Background: an optimization exercise with open tools, aiming at small area and a short achievable clock period. Do not read the settings as production practice. Only simulation tests tie the RTL to the original design; equivalence was not proved. Power figures rest on the tool's default switching activity, not on a simulated workload.

## flow/design.v (module list and top-level ports; edited modules follow where they fit)
// module priority_scan_encoder: 1176 lines
module priority_scan_encoder #(
    parameter int WIDTH     = 256,
    parameter int IDXW      = $clog2(WIDTH),
    parameter bit MSB_FIRST = 1'b1
) (
    input  logic              clk,
    input  logic              rst_n,
    input  logic              in_valid,
    output logic              in_ready,
    input  logic [WIDTH-1:0]  in_vec,
    input  logic              abort,
    output logic              out_valid,
    input  logic              out_ready,
    output logic [IDXW-1:0]   out_index,
    output logic              out_last,
    output logic [IDXW:0]     out_remaining,
    output logic              zero_pulse
);
  // ...
==> flow/flow/run.sh <==
#!/bin/bash
# The standard layout (standard.sh) with two changes:
#  * synthesis: yosys's synth runs with -noabc, so the early quick abc pass
#    does not restructure the popcount tree before full adders are extracted
#    (fewer inverters around the adder cells); everything else in the
#    synthesis script is unchanged, the final abc mapping included.
#  * port buffers are buf_2 cells (BUFFER_PORTS_ARGS) instead of the delay
#    cells the resizer picks by default.
set -euo pipefail
export SYNTH_ARGS=-noabc
export BUFFER_PORTS_ARGS="-inputs -outputs -buffer_cell sky130_fd_sc_hd__buf_2"
bash standard.sh > standard_flow.log 2>&1
==> flow/standard.sh <==
#!/bin/bash
# synth_recipe.tcl (not shown) runs the flow's synth.tcl, then flattens the netlist and writes it again
# the make line also repeats each setting of config.mk as NAME=value (left out here)
make -C /OpenROAD-flow-scripts/flow DESIGN_CONFIG=/design/flow/config.mk WORK_HOME=/design/flow/orfs CLKGATE_MAP_FILE= SYNTH_SCRIPT=/design/flow/synth_recipe.tcl "${@:-finish}"
==> flow/config.mk <==
export PLATFORM = sky130hd
export DESIGN_NAME = priority_scan_encoder
export DESIGN_NICKNAME = priority_scan_encoder
export VERILOG_FILES = /design/flow/design.v
export SDC_FILE = /design/flow/constraint.sdc
export NUM_CORES = 4
export LEC_CHECK = 0
export CAP_MARGIN = 20
export CORE_MARGIN = 2
export CORE_UTILIZATION = 35
export SETUP_SLACK_MARGIN = 4.7
export SLEW_MARGIN = 20
export TNS_END_PERCENT = 100
==> flow/constraint.sdc <==
create_clock -name core_clock -period 10.0 [get_ports {clk}]
set_input_delay 2.0000 -clock core_clock [delete_from_list [all_inputs] [get_ports {clk}]]
set_output_delay 2.0000 -clock core_clock [all_outputs]
set_load 0.01 [all_outputs]
==> summary.md, run 1 <==
| Metric | Value |
|---|---|
| Tightest Pin Transition | `1.31 ns` |
| Vias per inst | `6.25` |
| M1 WL | `44.7 mm` |
| Metal3 WL | `9.21 mm` |
| Clk. pwr | `1.42 mW` |
| Period minus WS final | `5.65 ns` |
| Final Util | `0.426` |
| Post-synth EDFFs | `263` |
| DR iter-0 viols | `2395` |
| GPL Wtd Cong | `1.06` |
| Crit Path Max Fanout | `3` |
| VDD IR max | `0.401 mV` |
| Adder-Cell Fraction of Synth Area | `0.242` |
| Final period util | `0.565` |
| Setup ws final | `4.35 ns` |
| Synthesized area per cell | `11.9 um2` |
| Grt peak-use layer | `met2` |
| Run status | `complete, no violations` |
| Final Hold Fails | `0` |
| Seq/Total Area, Yosys | `0.362` |
| Combinational gate power | `6.07 mW` |
| Met1 usage | `0.438` |
| Ports | `282` |
| Top reg by flops | `pend` |
| Worst EP required | `10.50 ns` |
| GRT Util Overall | `0.333` |
| TritonRoute pass-1 iters | `6` |
| Final wirelength | `114 mm` |
| Worst r2r src | `idx_q[7]` |
| Async SR Flop Fraction | `0.0105` |
| Inverters, non-clock | `178` |
| Most frequent cells in the layout | `edfxtp_1 (263), buf_2 (200), fa_2 (176), inv_1 (175), nor2_1 (167)` |
| Power, Total | `9.24 mW` |
| Initial Util | `0.353` |
==> run 2: changes to the inputs <==
--- a/flow/design.v
+++ b/flow/design.v
@@ -11,17 +11,17 @@
     input  logic              abort,
     output logic              out_valid,
     input  logic              out_ready,
     output logic [IDXW-1:0]   out_index,
     output logic              out_last,
     output logic [IDXW:0]     out_remaining,
     output logic              zero_pulse
 );
-    localparam int NCUT = 20;
+    localparam int NCUT = 23;
     logic             alive;       
     logic             busy;        
     logic             zp;          
     logic [WIDTH-1:0] pend;        
     logic [NCUT-1:0]  cq;          
     logic ps_1;
     logic ps_2;
     logic ps_3;
@@ -489,20 +489,16 @@
     logic ps_465;
     logic ps_466;
     logic ps_467;
     logic ps_468;
     logic ps_469;
     logic ps_470;
     logic ps_471;
     logic ps_472;
-    logic ps_473;
-    logic ps_474;
-    logic ps_475;
-    logic ps_476;
     assign ps_1 = in_vec[0] ^ in_vec[100] ^ in_vec[101];
     assign ps_2 = (in_vec[0] & in_vec[100]) | (in_vec[0] & in_vec[101]) | (in_vec[100] & in_vec[101]);
     assign ps_3 = in_vec[102] ^ in_vec[103] ^ in_vec[104];
     assign ps_4 = (in_vec[102] & in_vec[103]) | (in_vec[102] & in_vec[104]) | (in_vec[103] & in_vec[104]);
     assign ps_5 = in_vec[105] ^ in_vec[106] ^ in_vec[107];
     assign ps_6 = (in_vec[105] & in_vec[106]) | (in_vec[105] & in_vec[107]) | (in_vec[106] & in_vec[107]);
     assign ps_7 = in_vec[108] ^ in_vec[109] ^ in_vec[10];
     assign ps_8 = (in_vec[108] & in_vec[109]) | (in_vec[108] & in_vec[10]) | (in_vec[109] & in_vec[10]);
@@ -965,41 +961,40 @@
     assign ps_465 = ps_442 ^ ps_444 ^ ps_446;
     assign ps_466 = (ps_442 & ps_444) | (ps_442 & ps_446) | (ps_444 & ps_446);
     assign ps_467 = ps_448 ^ ps_450 ^ ps_452;
     assign ps_468 = (ps_448 & ps_450) | (ps_448 & ps_452) | (ps_450 & ps_452);
     assign ps_469 = ps_465 ^ ps_454 ^ ps_456;
     assign ps_470 = (ps_465 & ps_454) | (ps_465 & ps_456) | (ps_454 & ps_456);
     assign ps_471 = ps_458 ^ ps_460 ^ ps_467;
     assign ps_472 = (ps_458 & ps_460) | (ps_458 & ps_467) | (ps_460 & ps_467);
-    assign ps_473 = ps_462 ^ ps_464 ^ ps_469;
-    assign ps_474 = (ps_462 & ps_464) | (ps_462 & ps_469) | (ps_464 & ps_469);
-    assign ps_475 = ps_466 ^ ps_468 ^ ps_470;
-    assign ps_476 = (ps_466 & ps_468) | (ps_466 & ps_470) | (ps_468 & ps_470);
     logic [NCUT-1:0] cd;    
     assign cd[0] = ps_251;    
     assign cd[1] = ps_253;    
     assign cd[2] = ps_379;    
     assign cd[3] = ps_380;    
     assign cd[4] = ps_437;    
     assign cd[5] = ps_439;    
     assign cd[6] = ps_457;    
     assign cd[7] = ps_459;    
     assign cd[8] = ps_438;    
     assign cd[9] = ps_440;    
     assign cd[10] = ps_461;    
     assign cd[11] = ps_463;    
-    assign cd[12] = ps_471;    
-    assign cd[13] = ps_473;    
-    assign cd[14] = ps_472;    
-    assign cd[15] = ps_474;    
-    assign cd[16] = ps_475;    
-    assign cd[17] = ps_476;    
-    assign cd[18] = 1'b0;    
-    assign cd[19] = 1'b0;    
+    assign cd[12] = ps_462;    
+    assign cd[13] = ps_464;    
+    assign cd[14] = ps_469;    
+    assign cd[15] = ps_471;    
+    assign cd[16] = ps_466;    
+    assign cd[17] = ps_468;    
+    assign cd[18] = ps_470;    
+    assign cd[19] = ps_472;    
+    assign cd[20] = 1'b0;    
+    assign cd[21] = 1'b0;    
+    assign cd[22] = 1'b0;    
     logic qs_1;
     logic qs_2;
     logic qs_3;
     logic qs_4;
     logic qs_5;
     logic qs_6;
     logic qs_7;
     logic qs_8;
@@ -1008,37 +1003,45 @@
     logic qs_11;
     logic qs_12;
     logic qs_13;
     logic qs_14;
     logic qs_15;
     logic qs_16;
     logic qs_17;
     logic qs_18;
+    logic qs_19;
+    logic qs_20;
+    logic qs_21;
+    logic qs_22;
     assign qs_1 = cq[10] ^ cq[11] ^ cq[6];
     assign qs_2 = (cq[10] & cq[11]) | (cq[10] & cq[6]) | (cq[11] & cq[6]);
-    assign qs_3 = cq[7] ^ cq[8];
-    assign qs_4 = cq[7] & cq[8];
-    assign qs_5 = cq[12] ^ cq[13];
-    assign qs_6 = cq[12] & cq[13];
-    assign qs_7 = cq[14] ^ cq[15];
-    assign qs_8 = cq[14] & cq[15];
-    assign qs_9 = cq[3] ^ cq[4];
-    assign qs_10 = cq[3] & cq[4];
-    assign qs_11 = cq[9] ^ qs_3 ^ qs_1;
-    assign qs_12 = (cq[9] & qs_3) | (cq[9] & qs_1) | (qs_3 & qs_1);
-    assign qs_13 = qs_4 ^ qs_5 ^ qs_2;
-    assign qs_14 = (qs_4 & qs_5) | (qs_4 & qs_2) | (qs_5 & qs_2);
-    assign qs_15 = cq[16] ^ qs_6 ^ qs_7;
-    assign qs_16 = (cq[16] & qs_6) | (cq[16] & qs_7) | (qs_6 & qs_7);
-    assign qs_17 = cq[17] ^ qs_8;
-    assign qs_18 = cq[17] & qs_8;
+    assign qs_3 = cq[12] ^ cq[13];
+    assign qs_4 = cq[12] & cq[13];
+    assign qs_5 = cq[16] ^ cq[17];
+    assign qs_6 = cq[16] & cq[17];
+    assign qs_7 = cq[7] ^ cq[8];
+    assign qs_8 = cq[7] & cq[8];
+    assign qs_9 = cq[14] ^ cq[15] ^ qs_3;
+    assign qs_10 = (cq[14] & cq[15]) | (cq[14] & qs_3) | (cq[15] & qs_3);
+    assign qs_11 = cq[18] ^ cq[19] ^ qs_4;
+    assign qs_12 = (cq[18] & cq[19]) | (cq[18] & qs_4) | (cq[19] & qs_4);
+    assign qs_13 = cq[3] ^ cq[4];
+    assign qs_14 = cq[3] & cq[4];
+    assign qs_15 = cq[9] ^ qs_7 ^ qs_1;
+    assign qs_16 = (cq[9] & qs_7) | (cq[9] & qs_1) | (qs_7 & qs_1);
+    assign qs_17 = qs_8 ^ qs_2 ^ qs_9;
+    assign qs_18 = (qs_8 & qs_2) | (qs_8 & qs_9) | (qs_2 & qs_9);
+    assign qs_19 = qs_5 ^ qs_11 ^ qs_10;
+    assign qs_20 = (qs_5 & qs_11) | (qs_5 & qs_10) | (qs_11 & qs_10);
+    assign qs_21 = cq[20] ^ qs_6 ^ qs_12;
+    assign qs_22 = (cq[20] & qs_6) | (cq[20] & qs_12) | (qs_6 & qs_12);
     logic [IDXW:0] sum_a, sum_b, total, total_m1;
-    assign sum_a = {cq[19], qs_18, qs_16, qs_14, qs_12, qs_10, qs_9, cq[2], cq[0]};
-    assign sum_b = {1'b0, cq[18], qs_17, qs_15, qs_13, qs_11, cq[5], 1'b0, cq[1]};
+    assign sum_a = {cq[22], qs_22, qs_20, qs_18, qs_16, qs_14, qs_13, cq[2], cq[0]};
+    assign sum_b = {1'b0, cq[21], qs_21, qs_19, qs_17, qs_15, cq[5], 1'b0, cq[1]};
     logic [IDXW:0] g0, p0;
     assign g0 = sum_a & sum_b;
     assign p0 = sum_a ^ sum_b;
     logic [IDXW:0] gk [0:4];
     logic [IDXW:0] pk [0:4];
     always_comb begin
         gk[0] = g0;
         pk[0] = p0;
@@ -1130,47 +1133,54 @@
             if (accept)
                 busy <= nonzero;
             else if (busy && abort)
                 busy <= 1'b0;
             else if (deliver && last)
                 busy <= 1'b0;
         end
     end
+    wire keep = busy && !abort;
     logic [IDXW:0]   total_nxt;
     assign total_nxt = deliver ? total_m1 : total;
     logic [NCUT-1:0] cq_nxt;
-    assign cq_nxt[0] = busy ? total_nxt[0] : cd[0];
-    assign cq_nxt[1] = !busy && cd[1];
-    assign cq_nxt[2] = busy ? total_nxt[1] : cd[2];
-    assign cq_nxt[3] = busy ? total_nxt[2] : cd[3];
-    assign cq_nxt[4] = !busy && cd[4];
-    assign cq_nxt[5] = !busy && cd[5];
-    assign cq_nxt[6] = busy ? total_nxt[3] : cd[6];
-    assign cq_nxt[7] = !busy && cd[7];
-    assign cq_nxt[8] = !busy && cd[8];
-    assign cq_nxt[9] = !busy && cd[9];
-    assign cq_nxt[10] = !busy && cd[10];
-    assign cq_nxt[11] = !busy && cd[11];
-    assign cq_nxt[12] = busy ? total_nxt[4] : cd[12];
-    assign cq_nxt[13] = !busy && cd[13];
-    assign cq_nxt[14] = busy ? total_nxt[5] : cd[14];
-    assign cq_nxt[15] = !busy && cd[15];
-    assign cq_nxt[16] = !busy && cd[16];
-    assign cq_nxt[17] = busy ? total_nxt[6] : cd[17];
-    assign cq_nxt[18] = busy ? total_nxt[7] : cd[18];
-    assign cq_nxt[19] = busy ? total_nxt[8] : cd[19];
-    always_ff @(posedge clk) cq <= cq_nxt;
+    assign cq_nxt[0] = accept ? cd[0] : (keep && total_nxt[0]);
+    assign cq_nxt[1] = accept && cd[1];
+    assign cq_nxt[2] = accept ? cd[2] : (keep && total_nxt[1]);
+    assign cq_nxt[3] = accept ? cd[3] : (keep && total_nxt[2]);
+    assign cq_nxt[4] = accept && cd[4];
+    assign cq_nxt[5] = accept && cd[5];
+    assign cq_nxt[6] = accept ? cd[6] : (keep && total_nxt[3]);
+    assign cq_nxt[7] = accept && cd[7];
+    assign cq_nxt[8] = accept && cd[8];
+    assign cq_nxt[9] = accept && cd[9];
+    assign cq_nxt[10] = accept && cd[10];
+    assign cq_nxt[11] = accept && cd[11];
+    assign cq_nxt[12] = accept ? cd[12] : (keep && total_nxt[4]);
+    assign cq_nxt[13] = accept && cd[13];
+    assign cq_nxt[14] = accept && cd[14];
+    assign cq_nxt[15] = accept && cd[15];
+    assign cq_nxt[16] = accept ? cd[16] : (keep && total_nxt[5]);
+    assign cq_nxt[17] = accept && cd[17];
+    assign cq_nxt[18] = accept && cd[18];
+    assign cq_nxt[19] = accept && cd[19];
+    assign cq_nxt[20] = accept ? cd[20] : (keep && total_nxt[6]);
+    assign cq_nxt[21] = accept ? cd[21] : (keep && total_nxt[7]);
+    assign cq_nxt[22] = accept ? cd[22] : (keep && total_nxt[8]);
+    always_ff @(posedge clk or negedge rst_n) begin
+        if (!rst_n) cq <= '0;
+        else        cq <= cq_nxt;
+    end
     always_ff @(posedge clk) begin
         if (!busy) begin
             pend <= in_vec;
             idx_q <= pe256(in_vec);
         end else if (deliver) begin
             idx_q <= nxt;
         end
     end
     assign in_ready      = alive && !busy;
     assign out_valid     = busy;
     assign out_index     = idx_q;
-    assign out_last      = busy && last;
-    assign out_remaining = busy ? total : '0;
+    assign out_last      = last;
+    assign out_remaining = total;
     assign zero_pulse    = zp;
 endmodule
==> summary.md, run 2 <==
| Metric | Value |
|---|---|
| Run status | `complete, no violations` |
| Clock latency (worst-skew pair) | `0.57 ns` |
| Final layout net count | `2821` |
| Synthesized area per cell | `11.8 um2 (-0.23%)` |
| Synthesized netlist cell count | `1939` |
| Initial Util | `0.355 (+0.00241)` |
| First-pass GRT wire length | `143 mm` |
| Max_cap viols | `0` |
| Setup TNS | `0 ns` |
| Antenna Nets Post-Route | `0` |
| Most frequent cells in the layout | `edfxtp_1 (263), buf_2 (217), inv_1 (179), nor2_1 (161), fa_2 (151)` |
| Die area | `0.0677 mm2` |
| Biggest regs | `pend x255, cq x23, idx_q x8` |
| Synth top area share | `0.344` |
| Worst Setup Path Type | `reg2out` |
| Placed cells | `3056` |
| Synth top area cells | `edfxtp_1 (34%), fa_1 (21%), mux4_2 (7.0%)` |
| Die Y | `260 um` |
| Synth Net Count | `2503` |
| TritonRoute pass-1 iters | `5 (-1)` |
| Fin Hold WS | `0.753 ns` |
| Critical-path cell list | `ha_4, fa_1, fa_1, inv_2, ha_4, inv_2, o21bai_1, a21oi_2, o21bai_1, a21oi_2, xnor2_2, buf_2` |
| Synth cell types | `84` |
| Seq/Total Area, Yosys | `0.372 (+0.0103)` |
| Die Wd | `260 um` |
| Number of synthesized register bits | `289` |
| Kind of cell adding the most delay to the critical path | `adder cells` |
| Wirelength per Cell | `32.4 um` |
| Vias in the first global route | `19200` |
| Number of synthesis warnings | `110` |
| Drc violations | `0` |
| Final wirelength | `102 mm (-11%)` |
| Ports | `282 (unchanged)` |
| Worst EP arrival | `3.55 ns` |
| Vias | `19100` |
| Root Driver | `clkbuf_16` |
| Fin cells | `3144` |
| Commonest non-fill, non-tap cell in the layout | `edfxtp_1` |
| Tightest Pin Transition | `1.16 ns (-0.151 ns)` |
| GPL Wtd Cong | `1.09 (+3.0%)` |
| CP endpoint kind | `primary output` |
| Post-synth top cells | `edfxtp_1 (263), fa_1 (243), inv_1 (182)` |
| Hold Path End | `cq[22]` |
| Crit path buf inv count | `3` |
| CTS buffer count | `38` |
| CTS tree | `done` |
| Rel. slew slack | `0.217` |
| Async SR Flop Fraction | `0.0900 (+0.0795)` |
| CTS Buffer Depth | `3` |
| Leak | `10.4 nW` |
| Final count of negative-setup-slack endpoints | `0` |
| GRT Util Overall | `0.301 (-0.0313)` |
| Fill cells | `6075` |
| Crit start category | `flop` |
| CP peak stage delay | `0.58 ns` |
| Period minus WS final | `5.55 ns (-0.0967 ns)` |
| Worst EP required | `8.00 ns (-2.50 ns)` |
| Htree depth | `2` |
| Count leader, synth | `edfxtp_1` |
| Top reg by flops | `pend` |
| Clock sink count | `289` |
| Worst hold-check path type | `reg2reg` |
| Worst path slowest cell | `fa_1` |
| Hold depth | `3` |
| Yosys top cell by area | `edfxtp_1` |
| Final clock skew | `0.0145 ns` |
| Synthesis-to-finish area growth | `20.7%` |
| Mapped cell area | `0.0230 mm2` |
| Power Density | `253 mW/mm2` |
| Clk pin slew, worst setup/hold paths | `0.06 ns` |
| Std cell rows | `93` |
| Reg2reg end | `idx_q[5]` |
| RSZ-0062 raised after global routing | `true` |
| Crit Path Max Fanout | `4 (+1)` |
| Final period util | `0.555 (-0.00967)` |
| Share of cells above drive strength 1 | `0.297` |
| Achievable Freq | `180 MHz` |
| Largest net degree at the start of global routing | `78` |
| I/O Buffers | `281` |
| Prevailing post-synth register cell | `edfxtp_1` |
| Worst R2R Path Depth | `10` |
| VDD IR max | `0.388 mV (-3.2%)` |
| GRT Residual Overflow | `0` |
| Final HPWL from detailed placement | `85.3 mm` |
| Max Transition Viols Final | `0` |
| Min-Delay Startpoint | `cq[22]` |
| Power, Total | `7.02 mW (-24%)` |
| Final Hold Fails | `0 (unchanged)` |
| Worst r2r src | `idx_q[4]` |
| Initial antenna violation count | `8` |
| Core Region | `0.0647 mm2` |
| Post-synth EDFFs | `263 (unchanged)` |
| Vias per inst | `6.08 (-2.6%)` |
| DR iter-0 viols | `2426 (+1.3%)` |
| Max reg flops | `255` |
| Worst reg2reg setup slack | `5.19 ns` |
[run 2: logic make-up after synthesis]
| family | share of synthesized area |
|---|---|
| adder cells (fa/ha/maj) | 0.244 |
| XOR/XNOR | 0.00763 |
| other | 0.000163 |
| flip-flops | 0.372 |
| buffers and inverters | 0.0398 |
| multiplexers | 0.0782 |
| AO/OA/AOI/OAI | 0.122 |
| AND/OR/NAND/NOR | 0.136 |
[run 2: routing by layer]
metal	wire, um	global-route usage
met1	39100	0.397
met2	46900	0.476
met3	10200	0.0673
met4	5560	0.134
met5	67	0
[run 2: report_power, final]
part	internal, mW	switching, mW
Clock	0.800	0.579
Sequential	1.49	0.170
Combinational	1.82	2.17
Total	4.11	2.92
[run 2: worst min-delay path, delay by kind of cell (launching register included)]
family | cells | cell delay [ns]
AND/OR/NAND/NOR | 1 | 0.04
XOR/XNOR | 2 | 0.27
flip-flops | 1 | 0.41
[run 2: worst max-delay path by stage]
stage	startpoint	end	slack, ns	depth (start not counted)
2_1_floorplan	in_vec[5]	cq[2]	4.40	9
3_3_place_gp	in_vec[94]	idx_q[2]	3.02	12
3_5_place_dp	in_vec[120]	idx_q[2]	3.28	11
4_1_cts	cq[12]	out_remaining[8]	4.43	12
5_1_grt	cq[12]	out_remaining[8]	4.32	12
6_report	cq[12]	out_remaining[8]	4.45	12
[run 2: stage by stage]
stage                     utilization  setup slack [ns]  area [um2]
after floorplan                     -              4.40       23000
after global routing            0.429              4.32       27700
after detailed placement        0.394              3.28       25500
final                           0.429              4.45       27700
after global placement          0.394              3.02       25500
after CTS                       0.423              4.43       27400
[run 2: cell type report]
class | count | area (um2) | area share
Clock buffer | 47 | 1050 | 0.0378
Sequential cell | 289 | 8550 | 0.308
Antenna cell | 2 | 5.00 | 0.000180
Clock inverter | 23 | 178 | 0.00641
Timing Repair Buffer | 323 | 2070 | 0.0748
Inverter | 183 | 691 | 0.0249
Multi-Input combinational cell | 1422 | 14100 | 0.509
Tap cell | 855 | 1070 | 0.0386
[run 2: timing repair]
action | in CTS | in global routing
endpoints found under the setup margin | 24 | 20
pin swaps | 98 | 87
buffers inserted | 10 | 6
hold buffers | 0 | 0
endpoints found under the hold margin | 0 | 0
gates resized for setup | 191 | 113
==> run 3: changes to the inputs <==
--- a/flow/config.mk
+++ b/flow/config.mk
@@ -7,7 +7,7 @@
 export LEC_CHECK = 0
 export CAP_MARGIN = 20
 export CORE_MARGIN = 2
-export CORE_UTILIZATION = 35
+export CORE_UTILIZATION = 55
 export SETUP_SLACK_MARGIN = 4.7
 export SLEW_MARGIN = 20
 export TNS_END_PERCENT = 100
==> summary.md, run 3 <==
| Metric | Value |
|---|---|
| Final layout net count | `2815 (-0.21%)` |
| Setup ws final | `4.50 ns (+0.0568 ns)` |
| Number of synthesized register bits | `289 (unchanged)` |
| Worst EP arrival | `5.92 ns (+2.37 ns)` |
| Most used cell, CP | `fa_2` |
| GRT Util Overall | `0.421 (+0.120)` |
| CP endpoint kind | `flop` |
| GPL Wtd Cong | `1.08 (-0.84%)` |
| Commonest non-fill, non-tap cell in the layout | `edfxtp_1` |
| Worst r2r src | `idx_q[5]` |
| Yosys top cell by area | `edfxtp_1` |
| Post-synth EDFFs | `263 (unchanged)` |
| Initial antenna violation count | `6 (-2)` |
| Biggest regs | `pend x255, cq x23, idx_q x8` |
| CTS buffer count | `35 (-7.9%)` |
| Max Transition Viols Final | `0 (unchanged)` |
| Final HPWL from detailed placement | `74.5 mm (-13%)` |
| Crit start category | `input port` |
| Pre-CTS WS | `3.37 ns (+0.0962 ns)` |
| Power Density | `249 mW/mm2 (-1.6%)` |
| Clock sink count | `289 (unchanged)` |
| RSZ-0062 raised after global routing | `true` |
| Clk pin slew, worst setup/hold paths | `0.06 ns (about the same)` |
| Max_cap viols | `0 (unchanged)` |
| Critical path endpoint | `cq[2]` |
| Async SR Flop Fraction | `0.0900 (unchanged)` |
| Seq/Total Area, Yosys | `0.372 (unchanged)` |
| Die area | `0.0434 mm2 (-36%)` |
| Leak | `10.3 nW (-0.93%)` |
| Post-synth top cells | `edfxtp_1 (263), fa_1 (243), inv_1 (182)` |
| Final period util | `0.550 (-0.00568)` |
| Clock latency (worst-skew pair) | `0.57 ns (about the same)` |
| Critical Path Stages | `10 (-2)` |
| CTS Buffer Depth | `3 (unchanged)` |
| Antenna Nets Post-Route | `0 (unchanged)` |
| Final Hold Fails | `0 (unchanged)` |
| Worst reg2reg setup slack | `5.01 ns (-0.18 ns)` |
| Fill cells | `3161 (-48%)` |
| Worst Setup Path Type | `in2reg` |
| Top reg by flops | `pend` |
| Prevailing post-synth register cell | `edfxtp_1` |
| Synth Net Count | `2503 (unchanged)` |
| Worst hold-check path type | `reg2reg` |
| Period minus WS final | `5.50 ns (-0.0568 ns)` |
| Rel. slew slack | `0.286 (+0.0692)` |
| Worst path slowest cell | `fa_2` |
| Crit path buf inv count | `1 (-2)` |
| CTS tree | `done` |
| Final clock skew | `0.0244 ns (+0.00988 ns)` |
| Run status | `complete, no violations` |
| I/O Buffers | `281 (unchanged)` |
| GRT Residual Overflow | `0 (unchanged)` |
| Hold depth | `3 (unchanged)` |
| Critical-path cell list | `buf_2, fa_2, fa_1, fa_2, fa_2, fa_2, fa_2, fa_2, nand2_1, o21ai_1` |
| Setup TNS | `0 ns (unchanged)` |
| Worst R2R Path Depth | `9 (-1)` |
| Final wirelength | `90.7 mm (-11%)` |
| Synthesis-to-finish area growth | `17.3%` |
| Kind of cell adding the most delay to the critical path | `adder cells` |
| Vias in the first global route | `18800 (-2.2%)` |
| Synth top area cells | `edfxtp_1 (34%), fa_1 (21%), mux4_2 (7.0%)` |
| Std cell rows | `74 (-20%)` |
| Htree depth | `2 (unchanged)` |
| Critical Path Start | `in_vec[105]` |
| Core Region | `0.0410 mm2 (-37%)` |
| First-pass GRT wire length | `130 mm (-9.2%)` |
| Wirelength per Cell | `32.3 um (-0.25%)` |
| Share of cells above drive strength 1 | `0.272 (-0.0252)` |
| Achievable Freq | `182 MHz (+1.0%)` |
| Largest net degree at the start of global routing | `84 (+7.7%)` |
| Die Wd | `208 um (-20%)` |
| Final count of negative-setup-slack endpoints | `0 (unchanged)` |
| Count leader, synth | `edfxtp_1` |
| Area of the multi-input gates | `0.0140 mm2 (-0.75%)` |
| Synth top area share | `0.344 (unchanged)` |
| TritonRoute pass-1 iters | `6 (+1)` |
| DR iter-0 viols | `3035 (+25%)` |
| Synth cell types | `84 (unchanged)` |
| Reg2reg end | `idx_q[5]` |
| Vias | `19200 (+0.21%)` |
| CP peak stage delay | `0.69 ns (+0.11 ns)` |
| Die Y | `208 um (-20%)` |
| Max reg flops | `255 (unchanged)` |
| Most frequent cells in the layout | `edfxtp_1 (263), buf_2 (254), inv_1 (179), nor2_1 (160), fa_1 (144)` |
| Crit Path Max Fanout | `4 (unchanged)` |
| Drc violations | `0 (unchanged)` |
| Initial Util | `0.560 (+0.205)` |
| Synthesized netlist cell count | `1939 (unchanged)` |
| Mapped cell area | `0.0230 mm2 (unchanged)` |
| Synthesized area per cell | `11.8 um2 (unchanged)` |
| Reg area | `0.00855 mm2 (unchanged)` |
| Number of synthesis warnings | `110 (unchanged)` |
| Root Driver | `clkbuf_16` |
| Ports | `282 (unchanged)` |
| Tightest Pin Transition | `1.07 ns (-0.0886 ns)` |
| Worst EP required | `10.43 ns (+2.43 ns)` |
| Final Util | `0.657 (+0.228)` |
| Vias per inst | `6.83 (+12%)` |
| VDD IR max | `0.403 mV (+4.0%)` |
## run 3: area by class of cell
| type | instances | share of cell area |
|---|---|---|
| Antenna cell | 1 | 0.0000929 |
| Clock buffer | 41 | 0.0341 |
| Clock inverter | 20 | 0.00836 |
| Inverter | 183 | 0.0256 |
| Multi-Input combinational cell | 1423 | 0.520 |
| Sequential cell | 289 | 0.317 |
| Tap cell | 532 | 0.0247 |
| Timing Repair Buffer | 319 | 0.0695 |
## run 3: worst min-delay path, delay by kind of cell (launching register included)
kind / cells / cell delay [ns]
DFF: 1 / 0.33
AOI/OAI and AO/OA: 1 / 0.06
xor gates and xnor gates: 1 / 0.14
adders and majority gates: 1 / 0.22
## run 3: cell families after synthesis
family | Yosys count | synth area share
simple gates | 587 | 0.136
flops | 289 | 0.372
xor+xnor | 20 | 0.00763
compound gates | 421 | 0.122
other cells | 1 | 0.000163
buf+inv | 228 | 0.0398
fa+ha+maj | 303 | 0.244
mux | 90 | 0.0782
## run 3: power breakdown
| part | internal (mW) | total, mW | switching, mW |
|---|---|---|---|
| combinational | 1.70 | 3.74 | 2.04 |
| clock | 0.765 | 1.31 | 0.549 |
| sequential | 1.49 | 1.65 | 0.165 |
## run 3: worst min-delay path by stage
stage	startpoint	to
after CTS	cq[1]	cq[0]
after floorplan	cq[1]	cq[0]
after detailed placement	cq[22]	cq[22]
final	cq[1]	cq[0]
after global routing	cq[1]	cq[0]
after global placement	cq[22]	cq[22]
## run 3: timing repair
action,4_1_cts,5_1_grt
gates resized for setup,71,106
hold buffers,0,0
setup endpoints to repair,23,20
pin swaps,31,87
setup buffers,11,7
cloned,1,0
## run 3: metrics by stage
step                hold slack [ns]  power (mW)  area, um2  instances
global route                  0.848        7.06      26900       2807
CTS                           0.793        6.47      26600       2799
floorplan                     0.710        3.70      23000       1939
detailed placement            0.729        5.05      25100       2726
finish                        0.792        6.71      26900       2808
global placement              0.694        5.00      25000       2726
## run 3: metal layers
layer	share of wire	up-vias	routed length [um]	GRT usage
li1	-	7893	-	-
met2	0.44	1423	40200	0.635
met3	0.13	284	11500	0.106
met1	0.36	9566	33000	0.570
met4	0.065	2	5930	0.218
met5	0.000088	-	8	0
==> run 4: changes to the inputs <==
--- a/flow/config.mk
+++ b/flow/config.mk
@@ -7,7 +7,7 @@
 export LEC_CHECK = 0
 export CAP_MARGIN = 20
 export CORE_MARGIN = 2
-export CORE_UTILIZATION = 55
+export CORE_UTILIZATION = 70
 export SETUP_SLACK_MARGIN = 4.7
 export SLEW_MARGIN = 20
 export TNS_END_PERCENT = 100
==> summary.md, run 4 <==
| Metric | Value |
|---|---|
| Run status | `complete, no violations` |
| Max Transition Viols Final | `0 (unchanged)` |
| Synth top area cells | `edfxtp_1 (34%), fa_1 (21%), mux4_2 (7.0%)` |
| Worst EP arrival | `6.01 ns (+0.09 ns)` |
| GRT Residual Overflow | `0 (unchanged)` |
| Max reg flops | `255 (unchanged)` |
| Hold-fix buffers at CTS | `0 (unchanged)` |
| Compound-Gate Fraction of Synth Area | `0.122 (unchanged)` |
| Prevailing post-synth register cell | `edfxtp_1` |
| Yosys top cell by area | `edfxtp_1` |
| Core Region | `0.0325 mm2 (-21%)` |
| Synthesis-to-finish area growth | `17.7%` |
| Ports | `282 (unchanged)` |
| Final Util | `0.833 (+0.176)` |
| Met2 usage | `0.778 (+0.143)` |
| Share of cells above drive strength 1 | `0.283 (+0.0113)` |
| Fin Hold WS | `0.822 ns (+0.0302 ns)` |
| Setup TNS | `0 ns (unchanged)` |
| Vias in the first global route | `19800 (+5.6%)` |
| Biggest regs | `pend x255, cq x23, idx_q x8` |
| Drc violations | `0 (unchanged)` |
| Fill cells | `1711 (-46%)` |
| Clock sink count | `289 (unchanged)` |
| TritonRoute pass-1 iters | `13 (+7)` |
| Crit start category | `input port` |
| Simple-gate share of the synthesized area | `0.136 (unchanged)` |
| Final Hold Fails | `0 (unchanged)` |
| Synthesized netlist cell count | `1939 (unchanged)` |
| Synth cell types | `84 (unchanged)` |
| Largest net degree at the start of global routing | `77 (-8.3%)` |
| Seq/Total Area, Yosys | `0.372 (unchanged)` |
| Worst hold-check path type | `reg2reg` |
| Initial Util | `0.708 (+0.148)` |
| Top reg by flops | `pend` |
| Power, Total | `7.06 mW (+5.3%)` |
| Wirelength per Cell | `34.8 um (+7.7%)` |
| Final wirelength | `94.8 mm (+4.6%)` |
| VDD IR max | `0.466 mV (+16%)` |
| Worst path slowest cell | `fa_2` |
| CTS buffer count | `35 (unchanged)` |
| I/O Buffers | `281 (unchanged)` |
| Max_cap viols | `0 (unchanged)` |
| DR iter-0 viols | `4034 (+33%)` |
| Post-route cell area | `0.0270 mm2 (+0.33%)` |
| Placed cells | `2633 (-3.4%)` |
| Initial antenna violation count | `4 (-2)` |
| Async SR Flop Fraction | `0.0900 (unchanged)` |
| Crit Path Max Fanout | `4 (unchanged)` |
| Period minus WS final | `5.61 ns (+0.116 ns)` |
| CTS Buffer Depth | `3 (unchanged)` |
| Adder-Cell Fraction of Synth Area | `0.244 (unchanged)` |
| Final count of negative-setup-slack endpoints | `0 (unchanged)` |
| Post-Synth XOR/XNOR Area | `0.00763 (unchanged)` |
| Synthesized area per cell | `11.8 um2 (unchanged)` |
| Leak | `10.4 nW (+0.61%)` |
| Pre-CTS WS | `3.44 ns (+0.0627 ns)` |
| Htree depth | `2 (unchanged)` |
| CP endpoint kind | `flop` |
| Most used cell, CP | `fa_2` |
| Post-synth top cells | `edfxtp_1 (263), fa_1 (243), inv_1 (182)` |
| Met3 usage | `0.240 (+0.135)` |
| Clk pin slew, worst setup/hold paths | `0.06 ns (about the same)` |
| Vias | `20900 (+9.1%)` |
| Antenna Nets Post-Route | `0 (unchanged)` |
| Final layout net count | `2820 (+0.18%)` |
| Power Density | `261 mW/mm2 (+4.9%)` |
| Worst EP required | `10.40 ns (-0.03 ns)` |
| Die area | `0.0343 mm2 (-21%)` |
| Number of synthesis warnings | `110 (unchanged)` |
| First-pass GRT wire length | `130 mm (+0.39%)` |
| Final period util | `0.561 (+0.0116)` |
| Tightest Pin Transition | `1.32 ns (+0.251 ns)` |
| Synth top area share | `0.344 (unchanged)` |
| Commonest non-fill, non-tap cell in the layout | `edfxtp_1` |
| GPL Wtd Cong | `1.20 (+11%)` |
| Rel. slew slack | `0.110 (-0.176)` |
| Worst Setup Path Type | `in2reg` |
| Std cell rows | `66 (-11%)` |
| Met1 usage | `0.689 (+0.118)` |
| Achievable Freq | `178 MHz (-2.1%)` |
| Synth Net Count | `2503 (unchanged)` |
| Mapped cell area | `0.0230 mm2 (unchanged)` |
| Critical-path cell list | `buf_8, fa_2, fa_2, fa_2, fa_2, fa_2, fa_2, fa_2, nand2_1, o21ai_1` |
| Most frequent cells in the layout | `edfxtp_1 (263), buf_2 (230), inv_1 (180), nor2_1 (160), fa_2 (127)` |
| Root Driver | `clkbuf_16` |
| GRT Util Overall | `0.546 (+0.125)` |
| Kind of cell adding the most delay to the critical path | `adder cells` |
| Final HPWL from detailed placement | `70.9 mm (-4.8%)` |
| Count leader, synth | `edfxtp_1` |
| Post-synth EDFFs | `263 (unchanged)` |
| Clock latency (worst-skew pair) | `0.55 ns (-0.02 ns)` |
| Final clock skew | `0.0225 ns (-0.00187 ns)` |
| Grt peak-use layer | `met2` |
| Multiplexer area fraction after synthesis | `0.0782 (unchanged)` |
| Die Y | `185 um (-11%)` |
| Largest family of logic cells by synthesized area | `adder cells` |
| CTS tree | `done` |
| RSZ-0062 raised after global routing | `true` |
| CP peak stage delay | `0.66 ns (-0.03 ns)` |
| Setup ws final | `4.39 ns (-0.116 ns)` |
| Vias per inst | `7.67 (+12%)` |
| Crit path buf inv count | `1 (unchanged)` |
| Fin cells | `2727 (-2.9%)` |
| Placed cell area | `0.0249 mm2 (-0.62%)` |
| Die Wd | `185 um (-11%)` |
| Number of synthesized register bits | `289 (unchanged)` |
==> run 4: changes by cell type in the layout (fill, tap and decap cells not counted), moves of 3 or more <==
| cell | change |
|---|---|
| fa_1 | -28 |
| buf_8 | +4 |
| fa_2 | +28 |
| buf_6 | +19 |
| buf_4 | +8 |
| buf_2 | -24 |
| xnor2_1 | -4 |
| a2111oi_1 | +3 |
==> run 4: what timing repair did <==
| item | in CTS | in global routing |
|---|---|---|
| hold endpoints to repair | 0 | 0 |
| cloned | 1 | 0 |
| pin swaps | 62 | 111 |
| setup buffers | 12 | 15 |
| endpoints found under the setup margin | 22 | 26 |
| resized for setup | 79 | 179 |
==> run 4: path summary, 6_finish.rpt <==
| kind | startpoint | end | slack, ns | depth (start not counted) |
|---|---|---|---|---|
| max in group asynchronous | rst_n | zp | 8.14 | 1 |
| hold / removal | cq[1] | cq[0] | 0.82 | 3 |
| min in group asynchronous | rst_n | cq[14] | 1.47 | 1 |
| setup reg to reg | pend[205] | idx_q[0] | 4.88 | 11 |
| setup / recovery | in_vec[87] | cq[2] | 4.39 | 10 |
| hold reg to reg | cq[1] | cq[0] | 0.82 | 3 |
==> run 4: per-layer routing <==
layer | vias to the layer above | part of all wire
li1 | 7921 | -
met1 | 9908 | 0.30
met2 | 2458 | 0.42
met3 | 632 | 0.19
met4 | 2 | 0.097
met5 | - | 0.00041
==> run 4: worst register-to-register path, stage by stage, from the launching register on <==
cell and delay, ns:
edfxtp_1 0.51, nor4_1 0.55, nand4_1 0.70, a211oi_4 0.68, a21oi_1 0.17, a41oi_1 0.20, buf_4 0.31, nor2_1 0.17
or3_1 0.42, a2111oi_0 0.65, o21ai_0 0.23, a211o_1 0.31
==> run 4: final cells by class <==
cell class                 count  area (um2)  share of cell area
multi-input combinational   1423       14100               0.520
timing repair buffer         324        2050              0.0757
sequential                   289        8550               0.316
tap                          442         553              0.0205
inverter                     183         691              0.0256
clock inverter                22         195             0.00722
antenna                        2        5.00            0.000185
clock buffer                  42         923              0.0342
==> run 4: logic make-up after synthesis <==
family | after synthesis
other | 1
AO/OA/AOI/OAI | 421
buffers and inverters | 228
XOR/XNOR | 20
flip-flops | 289
adder cells (fa/ha/maj) | 303
AND/OR/NAND/NOR | 587
multiplexers | 90
==> run 4: report_power, final <==
| part | switching (mW) | total, mW | leakage, nW | internal [mW] |
|---|---|---|---|---|
| registers | 0.178 | 1.67 | 3.05 | 1.49 |
| clock network | 0.551 | 1.27 | 0.543 | 0.721 |
| logic | 2.24 | 4.12 | 6.78 | 1.88 |
==> run 5: changes to the inputs <==
--- a/flow/config.mk
+++ b/flow/config.mk
@@ -7,7 +7,8 @@
 export LEC_CHECK = 0
 export CAP_MARGIN = 20
 export CORE_MARGIN = 2
-export CORE_UTILIZATION = 70
+export CORE_UTILIZATION = 35
+export CTS_BUF_LIST = sky130_fd_sc_hd__clkbuf_4 sky130_fd_sc_hd__clkbuf_8
 export SETUP_SLACK_MARGIN = 4.7
 export SLEW_MARGIN = 20
 export TNS_END_PERCENT = 100
==> summary.md, run 5 <==
| Metric | Value |
|---|---|
| Run status | `complete, no violations` |
| Final layout net count | `2839 (+0.67%)` |
| TritonRoute pass-1 iters | `6 (-7)` |
| Final wirelength | `102 mm (+7.5%)` |
| Async SR Flop Fraction | `0.0900 (unchanged)` |
| Post-synth EDFFs | `263 (unchanged)` |
| GRT Residual Overflow | `0 (unchanged)` |
| Switching Share | `0.423 (+0.00235)` |
| RSZ-0062 raised after global routing | `true` |
| Htree depth | `2 (unchanged)` |
| Number of synthesis warnings | `110 (unchanged)` |
| Sequential Power Share | `0.242 (+0.006)` |
| CTS tree | `done` |
| Placed cells | `3056 (+16%)` |
| Power Density | `251 mW/mm2 (-4.1%)` |
| GRT Util Overall | `0.302 (-0.245)` |
| Clk pin slew, worst setup/hold paths | `0.06 ns (about the same)` |
| Period minus WS final | `5.62 ns (+0.00850 ns)` |
| Commonest non-fill, non-tap cell in the layout | `edfxtp_1` |
| Met1 usage | `0.392 (-0.297)` |
| Prevailing post-synth register cell | `edfxtp_1` |
| Synth Net Count | `2503 (unchanged)` |
| Final period util | `0.562 (+0.000850)` |
| Comb pwr share | `0.574 (-0.010)` |
| Met3 usage | `0.0766 (-0.163)` |
| Fin Hold WS | `0.746 ns (-0.0766 ns)` |
| Vias in the first global route | `19400 (-2.3%)` |
| Die Y | `260 um (+41%)` |
| Leak | `10.3 nW (-0.27%)` |
| Fill cells | `6127 (+260%)` |
| Initial Util | `0.355 (-0.353)` |
| Worst EP arrival | `3.62 ns (-2.39 ns)` |
| VDD IR max | `0.402 mV (-14%)` |
| GPL Wtd Cong | `1.09 (-9.3%)` |
| Synthesis-to-finish area growth | `19.2%` |
| Achievable Freq | `178 MHz (-0.15%)` |
| Final Hold Fails | `0 (unchanged)` |
| Count leader, synth | `edfxtp_1` |
| Share of cells above drive strength 1 | `0.294 (+0.0106)` |
| Clock latency (worst-skew pair) | `0.69 ns (+0.14 ns)` |
| Top reg by flops | `pend` |
| Yosys top cell by area | `edfxtp_1` |
| Vias | `19300 (-7.6%)` |
| Setup TNS | `0 ns (unchanged)` |
| Final count of negative-setup-slack endpoints | `0 (unchanged)` |
| Setup ws final | `4.38 ns (-0.00850 ns)` |
| CTS buffer count | `57 (+63%)` |
| Wirelength per Cell | `32.1 um (-7.7%)` |
| Post-synth top cells | `edfxtp_1 (263), fa_1 (243), inv_1 (182)` |
| First-pass GRT wire length | `143 mm (+9.8%)` |
| Number of synthesized register bits | `289 (unchanged)` |
| Cell Int Power | `3.96 mW (-3.2%)` |
| Seq/Total Area, Yosys | `0.372 (unchanged)` |
| DR iter-0 viols | `2524 (-37%)` |
| Die Wd | `260 um (+41%)` |
| Tightest Pin Transition | `1.24 ns (-0.0820 ns)` |
| Biggest regs | `pend x255, cq x23, idx_q x8` |
| Initial antenna violation count | `10 (+6)` |
| Diodes inserted | `0 (-2)` |
| Ports | `282 (unchanged)` |
| Synthesized area per cell | `11.8 um2 (unchanged)` |
| Clock share of power | `0.184 (+0.004)` |
| Worst Setup Path Type | `reg2out` |
| Antenna Nets Post-Route | `0 (unchanged)` |
| Worst hold-check path type | `reg2reg` |
| Placed cell area | `0.0255 mm2 (+2.4%)` |
| Switching power total | `2.91 mW (-2.3%)` |
| Grt peak-use layer | `met2` |
| Std cell rows | `93 (+41%)` |
| Largest net degree at the start of global routing | `78 (+1.3%)` |
| I/O Buffers | `281 (unchanged)` |
| Vias per inst | `6.08 (-21%)` |
| Synthesized netlist cell count | `1939 (unchanged)` |
| Fin cells | `3178 (+17%)` |
| Final HPWL from detailed placement | `85.3 mm (+20%)` |
| Synth top area share | `0.344 (unchanged)` |
| Mapped cell area | `0.0230 mm2 (unchanged)` |
| Max_cap viols | `0 (unchanged)` |
| Max reg flops | `255 (unchanged)` |
| Post-route cell area | `0.0274 mm2 (+1.3%)` |
| Crit Path Max Fanout | `4 (unchanged)` |
| Met2 usage | `0.472 (-0.306)` |
| Rel. slew slack | `0.162 (+0.0520)` |
| Worst EP required | `8.00 ns (-2.40 ns)` |
| CP endpoint kind | `primary output` |
| Final clock skew | `0.0376 ns (+0.0151 ns)` |
| Max Transition Viols Final | `0 (unchanged)` |
| Root Driver | `clkbuf_8` |
| Drc violations | `0 (unchanged)` |
| CTS Buffer Depth | `3 (unchanged)` |
| Synth cell types | `84 (unchanged)` |
| Die area | `0.0677 mm2 (+97%)` |
| Core Region | `0.0647 mm2 (+99%)` |
| Synth top area cells | `edfxtp_1 (34%), fa_1 (21%), mux4_2 (7.0%)` |
| Clock sink count | `289 (unchanged)` |
| Crit start category | `flop` |
| Most frequent cells in the layout | `edfxtp_1 (263), buf_2 (251), inv_1 (179), nor2_1 (161), fa_2 (129)` |
| Pre-CTS WS | `3.28 ns (-0.159 ns)` |
run 5: cell counts after synthesis:
No cell type changed its count.
run 5: final cells by class:
type	instances	area (um2)	share of cell area
clock inverters	40	283	0.0103
repair buffers	322	1850	0.0674
inverters	183	691	0.0252
multi-input cells	1422	14100	0.514
well taps	855	1070	0.0391
flip-flops and latches	289	8550	0.312
clock buffers	67	872	0.0319
run 5: cells by family after synthesis:
logic type,Yosys count,synth area share
AO/OA/AOI/OAI,421,0.122
XOR/XNOR,20,0.00763
adder cells (fa/ha/maj),303,0.244
buffers and inverters,228,0.0398
flip-flops,289,0.372
multiplexers,90,0.0782
other,1,0.000163
AND/OR/NAND/NOR,587,0.136
run 5: worst max-delay path: stages (launching register included):
cell	delay, ns
dfrtp_1	0.40
ha_4	0.25
fa_1	0.50
fa_1	0.57
inv_2	0.06
ha_4	0.28
inv_2	0.03
o21bai_1	0.18
a21oi_2	0.08
o21bai_1	0.17
a21oi_2	0.10
xnor2_2	0.18
buf_2	0.16
run 5: metal layers:
metal	vias to the layer above	part of all wire
met5	-	0.0015
met1	9831	0.38
li1	7948	-
met4	18	0.058
met3	281	0.10
met2	1255	0.46
run 5: timing repair:
action                                  CTS  global route
pin swaps                                57            90
hold buffers                              0             0
cloned                                    0             0
endpoints found under the setup margin   18            18
setup buffers                             7             8
resized for setup                        75           129
run 5: power groups by stage:
stage,logic [mW],clock network [mW],registers [mW]
floorplan,2.10,0,1.60
global placement,3.54,0,1.67
detailed placement,3.56,0,1.67
CTS,3.77,1.28,1.65
global route,4.32,1.33,1.67
finish,3.94,1.26,1.66
run 5: final timing paths:
| path | from | endpoint | slack [ns] | depth (start not counted) |
|---|---|---|---|---|
| hold reg to reg | cq[22] | cq[22] | 0.75 | 3 |
| setup reg to reg | idx_q[4] | idx_q[5] | 5.14 | 10 |
| max in group asynchronous | rst_n | cq[0] | 8.27 | 1 |
| hold / removal | cq[22] | cq[22] | 0.75 | 3 |
| min in group asynchronous | rst_n | cq[22] | 1.33 | 1 |
| setup / recovery | cq[12] | out_remaining[8] | 4.38 | 12 |
run 5: metrics by stage:
stage / power [mW] / utilization
after floorplan: 3.70 / -
after global placement: 5.21 / 0.394
after detailed placement: 5.24 / 0.394
after CTS: 6.70 / 0.417
after global routing: 7.31 / 0.423
final: 6.86 / 0.423
==> run 6: changes to the inputs <==
--- a/flow/config.mk
+++ b/flow/config.mk
@@ -7,7 +7,7 @@
 export LEC_CHECK = 0
 export CAP_MARGIN = 20
 export CORE_MARGIN = 2
-export CORE_UTILIZATION = 35
+export CORE_UTILIZATION = 55
 export CTS_BUF_LIST = sky130_fd_sc_hd__clkbuf_4 sky130_fd_sc_hd__clkbuf_8
 export SETUP_SLACK_MARGIN = 4.7
 export SLEW_MARGIN = 20
==> summary.md, run 6 <==
| Metric | Value |
|---|---|
| Run status | `complete, no violations` |
| Die Wd | `208 um (-20%)` |
| Max reg flops | `255 (unchanged)` |
| Final clock skew | `0.0297 ns (-0.00794 ns)` |
| Top reg by flops | `pend` |
| Comb pwr share | `0.556 (-0.018)` |
| Switching power total | `2.72 mW (-6.5%)` |
| Cell Int Power | `3.80 mW (-3.9%)` |
| Prevailing post-synth register cell | `edfxtp_1` |
| Synth top area share | `0.344 (unchanged)` |
| TritonRoute pass-1 iters | `6 (unchanged)` |
| Fill cells | `3170 (-48%)` |
| Async SR Flop Fraction | `0.0900 (unchanged)` |
| Initial antenna violation count | `7 (-3)` |
| Vias | `19400 (+0.098%)` |
| Synthesized netlist cell count | `1939 (unchanged)` |
| CP peak stage delay | `0.56 ns (about the same)` |
| Std cell rows | `74 (-20%)` |
| Power Density | `243 mW/mm2 (-3.0%)` |
| Crit path buf inv count | `4 (+1)` |
| Vias in the first global route | `18800 (-2.7%)` |
| Switching Share | `0.417 (-0.00680)` |
| Final wirelength | `90.8 mm (-11%)` |
| Worst EP arrival | `3.53 ns (-0.09 ns)` |
| Worst path slowest cell | `fa_1` |
| Synthesized area per cell | `11.8 um2 (unchanged)` |
| Most frequent cells in the layout | `buf_2 (267), edfxtp_1 (263), inv_1 (179), fa_1 (170), nor2_1 (163)` |
| CTS buffer count | `52 (-8.8%)` |
| Ports | `282 (unchanged)` |
| Period minus WS final | `5.53 ns (-0.0964 ns)` |
| Max_cap viols | `0 (unchanged)` |
| CTS Buffer Depth | `3 (unchanged)` |
| Antenna Nets Post-Route | `0 (unchanged)` |
| Setup TNS | `0 ns (unchanged)` |
| Seq/Total Area, Yosys | `0.372 (unchanged)` |
| Clock share of power | `0.190 (+0.006)` |
| Share of cells above drive strength 1 | `0.272 (-0.0222)` |
| VDD IR max | `0.375 mV (-6.8%)` |
| Post-synth top cells | `edfxtp_1 (263), fa_1 (243), inv_1 (182)` |
| Leak | `10.4 nW (+0.55%)` |
| Max Transition Viols Final | `0 (unchanged)` |
| Worst hold-check path type | `reg2reg` |
| Drc violations | `0 (unchanged)` |
| I/O Buffers | `281 (unchanged)` |
| Synth cell types | `84 (unchanged)` |
| Final layout net count | `2840 (+0.035%)` |
| Achievable Freq | `181 MHz (+1.7%)` |
| Largest net degree at the start of global routing | `84 (+7.7%)` |
| Rel. slew slack | `0.254 (+0.0922)` |
| Count leader, synth | `edfxtp_1` |
| Tightest Pin Transition | `1.11 ns (-0.132 ns)` |
| Yosys top cell by area | `edfxtp_1` |
| CTS tree | `done` |
| Vias per inst | `6.79 (+12%)` |
| Commonest non-fill, non-tap cell in the layout | `buf_2` |
| Synthesis-to-finish area growth | `16.7%` |
| Crit Path Max Fanout | `3 (-1)` |
| Die area | `0.0434 mm2 (-36%)` |
| Synth Net Count | `2503 (unchanged)` |
| DR iter-0 viols | `3352 (+33%)` |
| Number of synthesized register bits | `289 (unchanged)` |
| First-pass GRT wire length | `130 mm (-8.9%)` |
| Final period util | `0.553 (-0.00964)` |
| GRT Residual Overflow | `0 (unchanged)` |
| GRT Util Overall | `0.423 (+0.121)` |
| Hold-fix buffers at CTS | `0 (unchanged)` |
| GPL Wtd Cong | `1.08 (-0.84%)` |
| Core Region | `0.0410 mm2 (-37%)` |
| Number of synthesis warnings | `110 (unchanged)` |
| Clk pin slew, worst setup/hold paths | `0.06 ns (about the same)` |
| Final count of negative-setup-slack endpoints | `0 (unchanged)` |
| RSZ-0062 raised after global routing | `true` |
| Initial Util | `0.560 (+0.205)` |
| Worst EP required | `8.00 ns (about the same)` |
| Kind of cell adding the most delay to the critical path | `adder cells` |
| Critical-path cell list | `ha_4, fa_1, fa_1, inv_2, ha_4, buf_4, buf_6, xor2_2, nand3_2, nor4_4, buf_2` |
| Worst Setup Path Type | `reg2out` |
| Htree depth | `2 (unchanged)` |
| Biggest regs | `pend x255, cq x23, idx_q x8` |
| Clock sink count | `289 (unchanged)` |
| Crit start category | `flop` |
| CP endpoint kind | `primary output` |
| Synth top area cells | `edfxtp_1 (34%), fa_1 (21%), mux4_2 (7.0%)` |
| Sequential Power Share | `0.254 (+0.012)` |
| Final Hold Fails | `0 (unchanged)` |
| Mapped cell area | `0.0230 mm2 (unchanged)` |
| Final HPWL from detailed placement | `74.5 mm (-13%)` |
| Die Y | `208 um (-20%)` |
| Clock latency (worst-skew pair) | `0.68 ns (about the same)` |
| Wirelength per Cell | `31.9 um (-0.73%)` |
| Root Driver | `clkbuf_8` |
| Post-synth EDFFs | `263 (unchanged)` |
| Fin Hold WS | `0.795 ns (+0.0492 ns)` |
-- run 6: tightest hold or removal path, delay by kind of cell, from the launching register on --
| kind | cells | cell delay, ns |
|---|---|---|
| xor gates and xnor gates | 1 | 0.14 |
| DFF | 1 | 0.33 |
| AOI/OAI and AO/OA | 1 | 0.06 |
| adders and majority gates | 1 | 0.22 |
-- run 6: final timing paths --
path | start | end | slack [ns] | cells after the start
max | cq[13] | out_last | 4.47 | 11
min | cq[1] | cq[0] | 0.79 | 3
max reg2reg | idx_q[5] | idx_q[5] | 5.00 | 9
min reg2reg | cq[1] | cq[0] | 0.79 | 3
max in group asynchronous | rst_n | cq[7] | 8.30 | 1
min in group asynchronous | rst_n | cq[21] | 1.33 | 1
-- run 6: routing by layer --
metal / part of all wire / track usage
met1: 0.37 / 0.583
met2: 0.44 / 0.641
met3: 0.13 / 0.0943
met4: 0.064 / 0.206
met5: 0 / 0
-- run 6: final cells by class --
| type | count | area, um2 | area share |
|---|---|---|---|
| multi-input combinational | 1423 | 13900 | 0.520 |
| sequential | 289 | 8550 | 0.319 |
| timing repair buffer | 327 | 1860 | 0.0694 |
| clock buffer | 69 | 850 | 0.0317 |
| inverter | 183 | 693 | 0.0258 |
| tap | 532 | 666 | 0.0248 |
| clock inverter | 27 | 262 | 0.00975 |
| antenna | 2 | 5.00 | 0.000187 |
-- run 6: timing repair --
| item | in CTS | in global routing |
|---|---|---|
| setup buffers | 15 | 11 |
| gates cloned | 1 | 0 |
| pin swaps | 35 | 53 |
| resized for setup | 51 | 62 |
| endpoints found under the setup margin | 20 | 16 |
-- run 6: power groups by stage --
stage	Combinational, mW	Clock [mW]	Sequential (mW)
after global placement	3.34	0	1.67
after floorplan	2.10	0	1.60
final	3.63	1.24	1.65
after CTS	3.52	1.25	1.65
after global routing	3.92	1.29	1.66
after detailed placement	3.38	0	1.67
-- run 6: cell families after synthesis --
logic type / count (synthesis) / share of synthesized area
XOR/XNOR: 20 / 0.00763
multiplexers: 90 / 0.0782
other: 1 / 0.000163
buffers and inverters: 228 / 0.0398
adder cells (fa/ha/maj): 303 / 0.244
AO/OA/AOI/OAI: 421 / 0.122
flip-flops: 289 / 0.372
AND/OR/NAND/NOR: 587 / 0.136
-- run 6: stage by stage --
step           area (um2)  power, mW  std cells  worst slack [ns]   util
3_3_place_gp        25000       5.00       2726              3.32  0.611
6_report            26800       6.52       2852              4.47  0.654
2_1_floorplan       23000       3.70       1939              4.40      -
4_1_cts             26500       6.41       2838              4.44  0.646
5_1_grt             26800       6.88       2851              4.31  0.654
3_5_place_dp        25100       5.05       2726              3.37  0.611
==> run 7: changes to the inputs <==
--- a/flow/config.mk
+++ b/flow/config.mk
@@ -7,7 +7,7 @@
 export LEC_CHECK = 0
 export CAP_MARGIN = 20
 export CORE_MARGIN = 2
-export CORE_UTILIZATION = 55
+export CORE_UTILIZATION = 45
 export CTS_BUF_LIST = sky130_fd_sc_hd__clkbuf_4 sky130_fd_sc_hd__clkbuf_8
 export SETUP_SLACK_MARGIN = 4.7
 export SLEW_MARGIN = 20
==> summary.md, run 7 <==
| Metric | Value |
|---|---|
| Share of cells above drive strength 1 | `0.281 (+0.00887)` |
| DR iter-0 viols | `2479 (-26%)` |
| Final Util | `0.543 (-0.111)` |
| Placed cell area | `0.0252 mm2 (+0.70%)` |
| Worst EP arrival | `3.53 ns (about the same)` |
| Synthesized netlist cell count | `1939 (unchanged)` |
| Vias | `19000 (-1.9%)` |
| Synthesized area per cell | `11.8 um2 (unchanged)` |
| Power Density | `242 mW/mm2 (-0.59%)` |
| Ports | `282 (unchanged)` |
| Yosys top cell by area | `edfxtp_1` |
| Biggest regs | `pend x255, cq x23, idx_q x8` |
| Mapped cell area | `0.0230 mm2 (unchanged)` |
| Crit Path Max Fanout | `4 (+1)` |
| Cell Int Power | `3.85 mW (+1.1%)` |
| Final HPWL from detailed placement | `78.3 mm (+5.1%)` |
| Setup TNS | `0 ns (unchanged)` |
| Synth cell types | `84 (unchanged)` |
| Rel. slew slack | `0.235 (-0.0191)` |
| Placed cells | `2866 (+5.1%)` |
| Wirelength per Cell | `31.8 um (-0.21%)` |
| Pre-CTS WS | `3.18 ns (-0.194 ns)` |
| Hold Path End | `cq[22]` |
| Commonest non-fill, non-tap cell in the layout | `edfxtp_1` |
| Die Y | `230 um (+10%)` |
| Final clock skew | `0.0330 ns (+0.00332 ns)` |
| Synth Net Count | `2503 (unchanged)` |
| Antenna Nets Post-Route | `0 (unchanged)` |
| Clock share of power | `0.193 (+0.003)` |
| Final period util | `0.553 (unchanged)` |
| Final layout net count | `2839 (-0.035%)` |
| RSZ-0062 raised after global routing | `true` |
| Setup ws final | `4.47 ns (unchanged)` |
| Final count of negative-setup-slack endpoints | `0 (unchanged)` |
| Crit start category | `flop` |
| Die area | `0.0529 mm2 (+22%)` |
| Period minus WS final | `5.53 ns (unchanged)` |
| Worst EP required | `8.00 ns (about the same)` |
| Clk pin slew, worst setup/hold paths | `0.06 ns (about the same)` |
| Leak | `10.4 nW (+0.39%)` |
| Post-synth top cells | `edfxtp_1 (263), fa_1 (243), inv_1 (182)` |
| Max reg flops | `255 (unchanged)` |
| Initial antenna violation count | `7 (unchanged)` |
| Max Transition Viols Final | `0 (unchanged)` |
| Vias per inst | `6.34 (-6.5%)` |
| CP endpoint kind | `primary output` |
| VDD IR max | `0.346 mV (-7.7%)` |
| Fin Hold WS | `0.710 ns (-0.0851 ns)` |
| Htree depth | `2 (unchanged)` |
| Most frequent cells in the layout | `edfxtp_1 (263), buf_2 (235), inv_1 (179), nor2_1 (161), fa_1 (148)` |
| Worst R2R Path Depth | `12 (+3)` |
| Tightest Pin Transition | `1.15 ns (+0.0389 ns)` |
| CTS buffer count | `53 (+1.9%)` |
| Post-route cell area | `0.0273 mm2 (+1.8%)` |
| CTS tree | `done` |
| Number of synthesized register bits | `289 (unchanged)` |
| Initial Util | `0.457 (-0.103)` |
| Core Region | `0.0503 mm2 (+23%)` |
| Hold depth | `3 (unchanged)` |
| Worst Setup Path Type | `reg2out` |
| Max_cap viols | `0 (unchanged)` |
| Sequential Power Share | `0.251 (-0.003)` |
| Number of synthesis warnings | `110 (unchanged)` |
| First-pass GRT wire length | `135 mm (+3.5%)` |
| Power, Total | `6.60 mW (+1.2%)` |
| Root Driver | `clkbuf_8` |
| GRT Residual Overflow | `0 (unchanged)` |
| CTS Buffer Depth | `3 (unchanged)` |
| Switching Share | `0.417 (about the same)` |
| TritonRoute pass-1 iters | `7 (+1)` |
| Synth top area share | `0.344 (unchanged)` |
| Fin cells | `2991 (+4.9%)` |
| Run status | `complete, no violations` |
| Std cell rows | `82 (+11%)` |
| Async SR Flop Fraction | `0.0900 (unchanged)` |
| Post-synth EDFFs | `263 (unchanged)` |
| Final wirelength | `95.1 mm (+4.7%)` |
| Reg2reg end | `idx_q[0]` |
| GRT Util Overall | `0.360 (-0.0625)` |
| Vias in the first global route | `18700 (-0.62%)` |
| Min-Delay Startpoint | `cq[22]` |
| Synth top area cells | `edfxtp_1 (34%), fa_1 (21%), mux4_2 (7.0%)` |
| Die Wd | `230 um (+10%)` |
| Clock sink count | `289 (unchanged)` |
| Count leader, synth | `edfxtp_1` |
| Top reg by flops | `pend` |
| Worst r2r src | `pend[232]` |
| Worst reg2reg setup slack | `5.20 ns (+0.20 ns)` |
| Prevailing post-synth register cell | `edfxtp_1` |
| Largest net degree at the start of global routing | `189 (+130%)` |
| Achievable Freq | `181 MHz (unchanged)` |
| Drc violations | `0 (unchanged)` |
| Comb pwr share | `0.556 (about the same)` |
| Switching power total | `2.75 mW (+1.3%)` |
| Final Hold Fails | `0 (unchanged)` |
| GPL Wtd Cong | `1.02 (-5.3%)` |
| Synthesis-to-finish area growth | `18.8%` |
| Worst hold-check path type | `reg2reg` |
| Clock latency (worst-skew pair) | `0.67 ns (about the same)` |
| Fill cells | `4412 (+39%)` |
| I/O Buffers | `281 (unchanged)` |
| Seq/Total Area, Yosys | `0.372 (unchanged)` |
[run 7: logic make-up (layout without fill, tap and decap cells)]
kind of cell,Yosys count,after routing,share of synthesized area
xor gates and xnor gates,20,20,0.00763
buffers and inverters,228,603,0.0398
and+or+nand+nor,587,587,0.136
muxes,90,90,0.0782
other,1,4,0.000163
DFF,289,289,0.372
adders and majority gates,303,303,0.244
AOI/OAI and AO/OA,421,423,0.122
[run 7: worst max-delay path by stage]
stage | start | endpoint | slack, ns | cells after the start
finish | cq[6] | out_remaining[8] | 4.47 | 11
floorplan | in_vec[5] | cq[2] | 4.40 | 9
CTS | cq[12] | out_remaining[8] | 4.38 | 12
detailed placement | in_vec[254] | idx_q[2] | 3.18 | 13
global route | cq[12] | out_remaining[8] | 4.35 | 12
global placement | in_vec[254] | idx_q[3] | 3.09 | 12
[run 7: area by class of cell]
cell class / instances / area [um2] / share of cell area
Antenna cell: 3 / 7.51 / 0.000275
Clock buffer: 60 / 788 / 0.0289
Clock inverter: 36 / 357 / 0.0131
Inverter: 183 / 691 / 0.0253
Multi-Input combinational cell: 1424 / 14000 / 0.514
Sequential cell: 289 / 8550 / 0.313
Tap cell: 672 / 841 / 0.0308
Timing Repair Buffer: 324 / 2030 / 0.0743
[run 7: power groups by stage]
stage | sequential, mW | combinational (mW) | clock, mW
2_1_floorplan | 1.60 | 2.10 | 0
3_3_place_gp | 1.67 | 3.39 | 0
3_5_place_dp | 1.67 | 3.42 | 0
4_1_cts | 1.65 | 3.54 | 1.30
5_1_grt | 1.66 | 4.00 | 1.34
6_report | 1.65 | 3.67 | 1.28
[run 7: critical path: stages (launching register included)]
cell	delay [ns]
dfrtp_1	0.39
fa_1	0.50
fa_1	0.56
inv_1	0.08
ha_4	0.24
a21oi_2	0.24
o21bai_4	0.08
a21oi_2	0.16
o21bai_1	0.09
a21oi_1	0.17
xnor2_1	0.18
buf_2	0.18
[run 7: layer usage]
layer	wire (um)	GRT usage	up-vias
met2	43900	0.567	1169
met4	4180	0.133	10
met5	59	0	-
met1	37200	0.494	9639
met3	9700	0.0770	215
li1	-	-	7943
[run 7: timing repair]
item,CTS,global route
hold buffers,0,0
pin swaps,55,95
setup buffers,15,8
resized for setup,86,128
gates cloned,2,0
endpoints found under the setup margin,18,16

[static timing again, ports no longer ideal]
How much do the figures lean on ideal ports? The routed layouts below were timed once more, with nothing changed but the port constraints. Step 1 sets driving cells, clkbuf_16 on the clock port and buf_2 on the other inputs (assumed; they add their load-dependent delay and slew). Step 2 times the ports against the registers' clock, not the clock port: input delays grow and output delays shrink by t, the midpoint of the rising clock arrivals with the driver on. Slacks: no drivers / after step 1 / after step 2; pairs: no drivers / after step 1.
| run | t, ns | setup slack, ns | hold slack, ns | worst setup path after step 2 | worst slew at a driven data input, ns |
|---|---|---|---|---|---|
| run 1 | 0.619 | 4.349 / 4.368 / 3.749 | 0.737 / 0.737 / 0.737 | input to register | 0.07 |
| run 2 | 0.625 | 4.446 / 4.386 / 3.846 | 0.753 / 0.753 / 0.753 | input to register | 0.09 |
| run 3 | 0.623 | 4.503 / 4.527 / 3.910 | 0.792 / 0.792 / 0.792 | input to register | 0.07 |
| run 4 | 0.603 | 4.387 / 4.345 / 3.805 | 0.822 / 0.822 / 0.822 | input to register | 0.08 |
| run 5 | 0.726 | 4.378 / 4.321 / 3.824 | 0.746 / 0.746 / 0.746 | input to register | 0.08 |
| run 6 | 0.727 | 4.475 / 4.415 / 3.977 | 0.795 / 0.795 / 0.795 | input to register | 0.08 |
| run 7 | 0.718 | 4.475 / 4.413 / 3.928 | 0.710 / 0.710 / 0.710 | input to register | 0.08 |
After both steps every run listed still meets setup and hold.
